This is an optimization exercise on Yosys and OpenROAD, whose aim is small area and few clock cycles, not a production implementation. In this exercise RTL edits were held to simulation tests only and were not proved equivalent to the original.

== 06-09 ==
## outlier_hold_moving_average_core
module outlier_hold_moving_average_core (
    input  logic                           aclk,
    input  logic                           aresetn,
    input  logic                           s_valid,
    output logic                           s_ready,
    input  logic [ohma_pkg::SAMPLE_W-1:0]  s_distance_sample,
    output logic                           m_valid,
    input  logic                           m_ready,
    output logic [ohma_pkg::SAMPLE_W-1:0]  m_average_distance,
    output logic                           m_sample_rejected,
    input  logic                           cfg_valid,
    output logic                           cfg_ready,
    input  logic [ohma_pkg::SAMPLE_W-1:0]  cfg_data
);
==> module ohma_div, before the edit <==
module ohma_div (
    input  logic                           aclk,
    input  logic                           load,
    input  logic [ohma_pkg::SUM_W-1:0]     sum_in,
    input  logic                           rejected_in,
    output logic [ohma_pkg::SAMPLE_W-1:0]  average_out,
    output logic                           rejected_out
);
    logic [19:0] t;
    logic [24:0] prod;
    logic [15:0] quot;
    logic [15:0] average_reg;
    logic        rejected_reg;
    assign t    = sum_in[20:1];
    assign prod = 25'(t[19:11]) + 25'(t[19:7]) + 25'(t[19:3]) + (25'(t) << 1) + (25'(t) << 5) + 25'd34;
    assign quot = prod[24:9];
    always_ff @(posedge aclk) begin
        if (load) begin
            average_reg  <= quot;
            rejected_reg <= rejected_in;
        end
    end
    assign average_out  = average_reg;
    assign rejected_out = rejected_reg;
endmodule
==> module outlier_hold_moving_average_core, before the edit <==
module outlier_hold_moving_average_core (
    input  logic                           aclk,
    input  logic                           aresetn,
    input  logic                           s_valid,
    output logic                           s_ready,
    input  logic [ohma_pkg::SAMPLE_W-1:0]  s_distance_sample,
    output logic                           m_valid,
    input  logic                           m_ready,
    output logic [ohma_pkg::SAMPLE_W-1:0]  m_average_distance,
    output logic                           m_sample_rejected,
    input  logic                           cfg_valid,
    output logic                           cfg_ready,
    input  logic [ohma_pkg::SAMPLE_W-1:0]  cfg_data
);
    localparam int W = ohma_pkg::SAMPLE_W;
    localparam int N = ohma_pkg::WINDOW;
    logic [W-1:0]                  limit_reg;
    logic [ohma_pkg::SUM_W-1:0]    sum_reg;
    logic [ohma_pkg::CNT_W-1:0]    cnt_reg;
    logic                          rejected_reg;
    logic                          sum_valid_reg;
    logic                          m_valid_reg;
    logic                          out_load;
    logic                          accept;
    logic [ohma_pkg::SUM_W-1:0]    sum_add;
    logic [ohma_pkg::SUM_W-1:0]    sum_sub;
    logic [ohma_pkg::SUM_W-1:0]    csa_s;
    logic [ohma_pkg::SUM_W-1:0]    csa_c;
    logic [ohma_pkg::SUM_W-1:0]    sum_next;
    logic [W-1:0]                  gt0, eq0;
    logic [7:0]                    gt1, eq1;
    logic [3:0]                    gt2, eq2;
    logic [1:0]                    gt3, eq3;
    logic                          rejected;
    logic                          have_newest;
    logic                          have_oldest;
    logic [W-1:0]                  newest;
    logic [W-1:0]                  oldest;
    logic [W-1:0]                  entry;
    logic [W-1:0]                  chain [N];
    genvar i;
    generate
        for (i = 0; i < N; i++) begin : g_cell
            if (i == 0) begin : g_head
                ohma_cell u_cell (
                    .aclk     (aclk),
                    .shift_en (accept),
                    .data_in  (entry),
                    .data_out (chain[i])
                );
            end else begin : g_body
                ohma_cell u_cell (
                    .aclk     (aclk),
                    .shift_en (accept),
                    .data_in  (chain[i-1]),
                    .data_out (chain[i])
                );
            end
        end
    endgenerate
    assign out_load  = sum_valid_reg && (!m_valid_reg || m_ready);
    assign s_ready   = !sum_valid_reg || out_load;
    assign accept    = s_valid && s_ready;
    assign cfg_ready = 1'b1;
    assign have_newest = (cnt_reg != '0);
    assign have_oldest = (cnt_reg == ohma_pkg::CNT_W'(N));
    assign newest      = have_newest ? chain[0] : '0;
    assign oldest      = have_oldest ? chain[N-1] : '0;
    assign gt0 = s_distance_sample & ~limit_reg;
    assign eq0 = ~(s_distance_sample ^ limit_reg);
    genvar g;
    generate
        for (g = 0; g < 8; g++) begin : g_c1
            assign gt1[g] = gt0[2*g+1] | (eq0[2*g+1] & gt0[2*g]);
            assign eq1[g] = eq0[2*g+1] & eq0[2*g];
        end
        for (g = 0; g < 4; g++) begin : g_c2
            assign gt2[g] = gt1[2*g+1] | (eq1[2*g+1] & gt1[2*g]);
            assign eq2[g] = eq1[2*g+1] & eq1[2*g];
        end
        for (g = 0; g < 2; g++) begin : g_c3
            assign gt3[g] = gt2[2*g+1] | (eq2[2*g+1] & gt2[2*g]);
            assign eq3[g] = eq2[2*g+1] & eq2[2*g];
        end
    endgenerate
    assign rejected = gt3[1] | (eq3[1] & gt3[0]);
    assign entry    = rejected ? newest : s_distance_sample;
    assign sum_add  = ohma_pkg::SUM_W'(entry);
    assign sum_sub  = ~(ohma_pkg::SUM_W'(oldest));
    assign csa_s    = sum_reg ^ sum_add ^ sum_sub;
    assign csa_c    = {(sum_reg[ohma_pkg::SUM_W-2:0] & sum_add[ohma_pkg::SUM_W-2:0])
                     | (sum_reg[ohma_pkg::SUM_W-2:0] & sum_sub[ohma_pkg::SUM_W-2:0])
                     | (sum_add[ohma_pkg::SUM_W-2:0] & sum_sub[ohma_pkg::SUM_W-2:0]), 1'b1};
    assign sum_next = csa_s + csa_c;
    always_ff @(posedge aclk) begin
        if (!aresetn) begin
            limit_reg     <= ohma_pkg::LIMIT_RESET;
            sum_reg       <= '0;
            cnt_reg       <= '0;
            sum_valid_reg <= 1'b0;
            m_valid_reg   <= 1'b0;
        end else begin
            if (cfg_valid) begin
                limit_reg <= cfg_data;
            end
            if (accept) begin
                sum_reg <= sum_next;
                if (!have_oldest) begin
                    cnt_reg <= cnt_reg + 1'b1;
                end
            end
            sum_valid_reg <= accept || (sum_valid_reg && !out_load);
            m_valid_reg   <= out_load || (m_valid_reg && !m_ready);
        end
    end
    always_ff @(posedge aclk) begin
        if (accept) begin
            rejected_reg <= rejected;
        end
    end
    ohma_div u_div (
        .aclk         (aclk),
        .load         (out_load),
        .sum_in       (sum_reg),
        .rejected_in  (rejected_reg),
        .average_out  (m_average_distance),
        .rejected_out (m_sample_rejected)
    );
    assign m_valid           = m_valid_reg;
endmodule
==> flow/config.mk <==
export PLATFORM = sky130hd
export DESIGN_NAME = outlier_hold_moving_average_core
export DESIGN_NICKNAME = outlier_hold_moving_average_core
export VERILOG_FILES = /design/flow/design.v
export SDC_FILE = /design/flow/constraint.sdc
export NUM_CORES = 4
export LEC_CHECK = 0
export CAP_MARGIN = 20
export CORE_MARGIN = 2
export CORE_UTILIZATION = 40
export CTS_BUF_LIST = sky130_fd_sc_hd__clkbuf_8
export CTS_CLUSTER_DIAMETER = 60
export CTS_CLUSTER_SIZE = 20
export SLEW_MARGIN = 20
==> flow/constraint.sdc <==
create_clock -name core_clock -period 6.0 [get_ports {aclk}]
set_input_delay 1.2000 -clock core_clock [delete_from_list [all_inputs] [get_ports {aclk}]]
set_output_delay 1.2000 -clock core_clock [all_outputs]
set_load 0.01 [all_outputs]
run.sh (not shown) runs the stock make flow with config.mk's settings and CLKGATE_MAP_FILE= SYNTH_SCRIPT=/design/flow/synth_recipe.tcl, a recipe that flattens the netlist after the stock synthesis.
Testbench counts of 06-09, summed over its fixed seeds: cycles 24,016.
Edits applied to the flow inputs when going from 06-09 to 10-05:
-- flow/design.v --
<<< 06-09, line 29
);
    logic [19:0] t;
    logic [24:0] prod;
    logic [15:0] quot;
    logic [15:0] average_reg;
    logic        rejected_reg;
    assign t    = sum_in[20:1];
    assign prod = 25'(t[19:11]) + 25'(t[19:7]) + 25'(t[19:3]) + (25'(t) << 1) + (25'(t) << 5) + 25'd34;
    assign quot = prod[24:9];
    always_ff @(posedge aclk) begin
        if (load) begin
>>> 10-05, line 29
);
    logic [19:0] t;
    logic [36:0] prod;
    logic [15:0] quot;
    logic [15:0] average_reg;
    logic        rejected_reg;
    assign t    = sum_in[20:1];
    assign prod = 37'(t) * 37'h11111 + 37'h11111;
    assign quot = prod[20 +: ohma_pkg::SAMPLE_W];
    always_ff @(posedge aclk) begin
        if (load) begin
<<< 06-09, line 69
    logic                          out_load;
    logic                          accept;
    logic [ohma_pkg::SUM_W-1:0]    sum_add;
    logic [ohma_pkg::SUM_W-1:0]    sum_sub;
    logic [ohma_pkg::SUM_W-1:0]    csa_s;
    logic [ohma_pkg::SUM_W-1:0]    csa_c;
    logic [ohma_pkg::SUM_W-1:0]    sum_next;
    logic [W-1:0]                  gt0, eq0;
    logic [7:0]                    gt1, eq1;
    logic [3:0]                    gt2, eq2;
    logic [1:0]                    gt3, eq3;
    logic                          rejected;
    logic                          have_newest;
>>> 10-05, line 69
    logic                          out_load;
    logic                          accept;
    logic                          rejected;
    logic                          have_newest;
<<< 06-09, line 113
    assign newest      = have_newest ? chain[0] : '0;
    assign oldest      = have_oldest ? chain[N-1] : '0;
    assign gt0 = s_distance_sample & ~limit_reg;
    assign eq0 = ~(s_distance_sample ^ limit_reg);
    genvar g;
    generate
        for (g = 0; g < 8; g++) begin : g_c1
            assign gt1[g] = gt0[2*g+1] | (eq0[2*g+1] & gt0[2*g]);
            assign eq1[g] = eq0[2*g+1] & eq0[2*g];
        end
        for (g = 0; g < 4; g++) begin : g_c2
            assign gt2[g] = gt1[2*g+1] | (eq1[2*g+1] & gt1[2*g]);
            assign eq2[g] = eq1[2*g+1] & eq1[2*g];
        end
        for (g = 0; g < 2; g++) begin : g_c3
            assign gt3[g] = gt2[2*g+1] | (eq2[2*g+1] & gt2[2*g]);
            assign eq3[g] = eq2[2*g+1] & eq2[2*g];
        end
    endgenerate
    assign rejected = gt3[1] | (eq3[1] & gt3[0]);
    assign entry    = rejected ? newest : s_distance_sample;
    assign sum_add  = ohma_pkg::SUM_W'(entry);
    assign sum_sub  = ~(ohma_pkg::SUM_W'(oldest));
    assign csa_s    = sum_reg ^ sum_add ^ sum_sub;
    assign csa_c    = {(sum_reg[ohma_pkg::SUM_W-2:0] & sum_add[ohma_pkg::SUM_W-2:0])
                     | (sum_reg[ohma_pkg::SUM_W-2:0] & sum_sub[ohma_pkg::SUM_W-2:0])
                     | (sum_add[ohma_pkg::SUM_W-2:0] & sum_sub[ohma_pkg::SUM_W-2:0]), 1'b1};
    assign sum_next = csa_s + csa_c;
    always_ff @(posedge aclk) begin
        if (!aresetn) begin
            limit_reg     <= ohma_pkg::LIMIT_RESET;
            sum_reg       <= '0;
            cnt_reg       <= '0;
>>> 10-05, line 104
    assign newest      = have_newest ? chain[0] : '0;
    assign oldest      = have_oldest ? chain[N-1] : '0;
    assign rejected = s_distance_sample > limit_reg;
    assign entry    = rejected ? newest : s_distance_sample;
    always_ff @(posedge aclk) begin
        if (!aresetn) begin
            limit_reg   <= ohma_pkg::LIMIT_RESET;
            sum_reg       <= '0;
            cnt_reg       <= '0;
<<< 06-09, line 151
            end
            if (accept) begin
                sum_reg <= sum_next;
                if (!have_oldest) begin
                    cnt_reg <= cnt_reg + 1'b1;
>>> 10-05, line 118
            end
            if (accept) begin
                sum_reg <= sum_reg - ohma_pkg::SUM_W'(oldest) + ohma_pkg::SUM_W'(entry);
                if (!have_oldest) begin
                    cnt_reg <= cnt_reg + 1'b1;
--- outcome ---
10-05 against 06-09: footprint of the multi-input gates went up by 13%, data required time of the critical path went up by 0.15 ns. 06-09 → 10-05: post-detailed-route wirelength per cell lost 0.93 um; routed length on met1 picked up an extra about 6.6%; number of cells in the finished layout apart from fillers picked up an extra 6.0%. Every stage of the flow completed for 10-05, and the final layout passed the timing, design-rule and antenna checks. The final layout from 06-09, which completed every stage, passed the timing, design-rule and antenna checks at the end of the flow. Compared with 06-09, 10-05 shows a lower number of clock buffers in the layout.
Testbench counts of 10-05, summed over its fixed seeds: cycles 24,016.

re-timing with driven ports:
The results above use ideal ports. As a check the final layouts listed here were re-extracted and re-timed, cells and wires unchanged. Step 1 (the two cells are an assumption about what drives the block):
set clk [get_ports {aclk}]
set_driving_cell -lib_cell sky130_fd_sc_hd__clkbuf_16 $clk
set_driving_cell -lib_cell sky130_fd_sc_hd__buf_2 [delete_from_list [all_inputs] $clk]
Step 2 also shifts input and output timing later by t, the mid clock arrival at the registers, as if the neighbouring blocks saw the same clock. Three values: ideal, step 1, step 2; two values: the first two.
| run | t, ns | slack for setup (ns) | worst setup path at the end | clock arrival spread, ns | worst data-port slew with drivers (ns) |
|---|---|---|---|---|---|
| 06-09 | 0.665 | 0.266 / 0.266 / -0.234 | input to register | 0.049 / 0.049 | 0.05 |
| 10-05 | 0.667 | 0.208 / 0.236 / -0.432 | input to register | 0.038 / 0.037 | 0.12 |
Met with ideal ports but missed after step 2: setup timing in 06-09 and 10-05. The setup slack of 10-05, which loses most, moves by +0.028 ns with the drivers and by -0.640 ns with both steps.
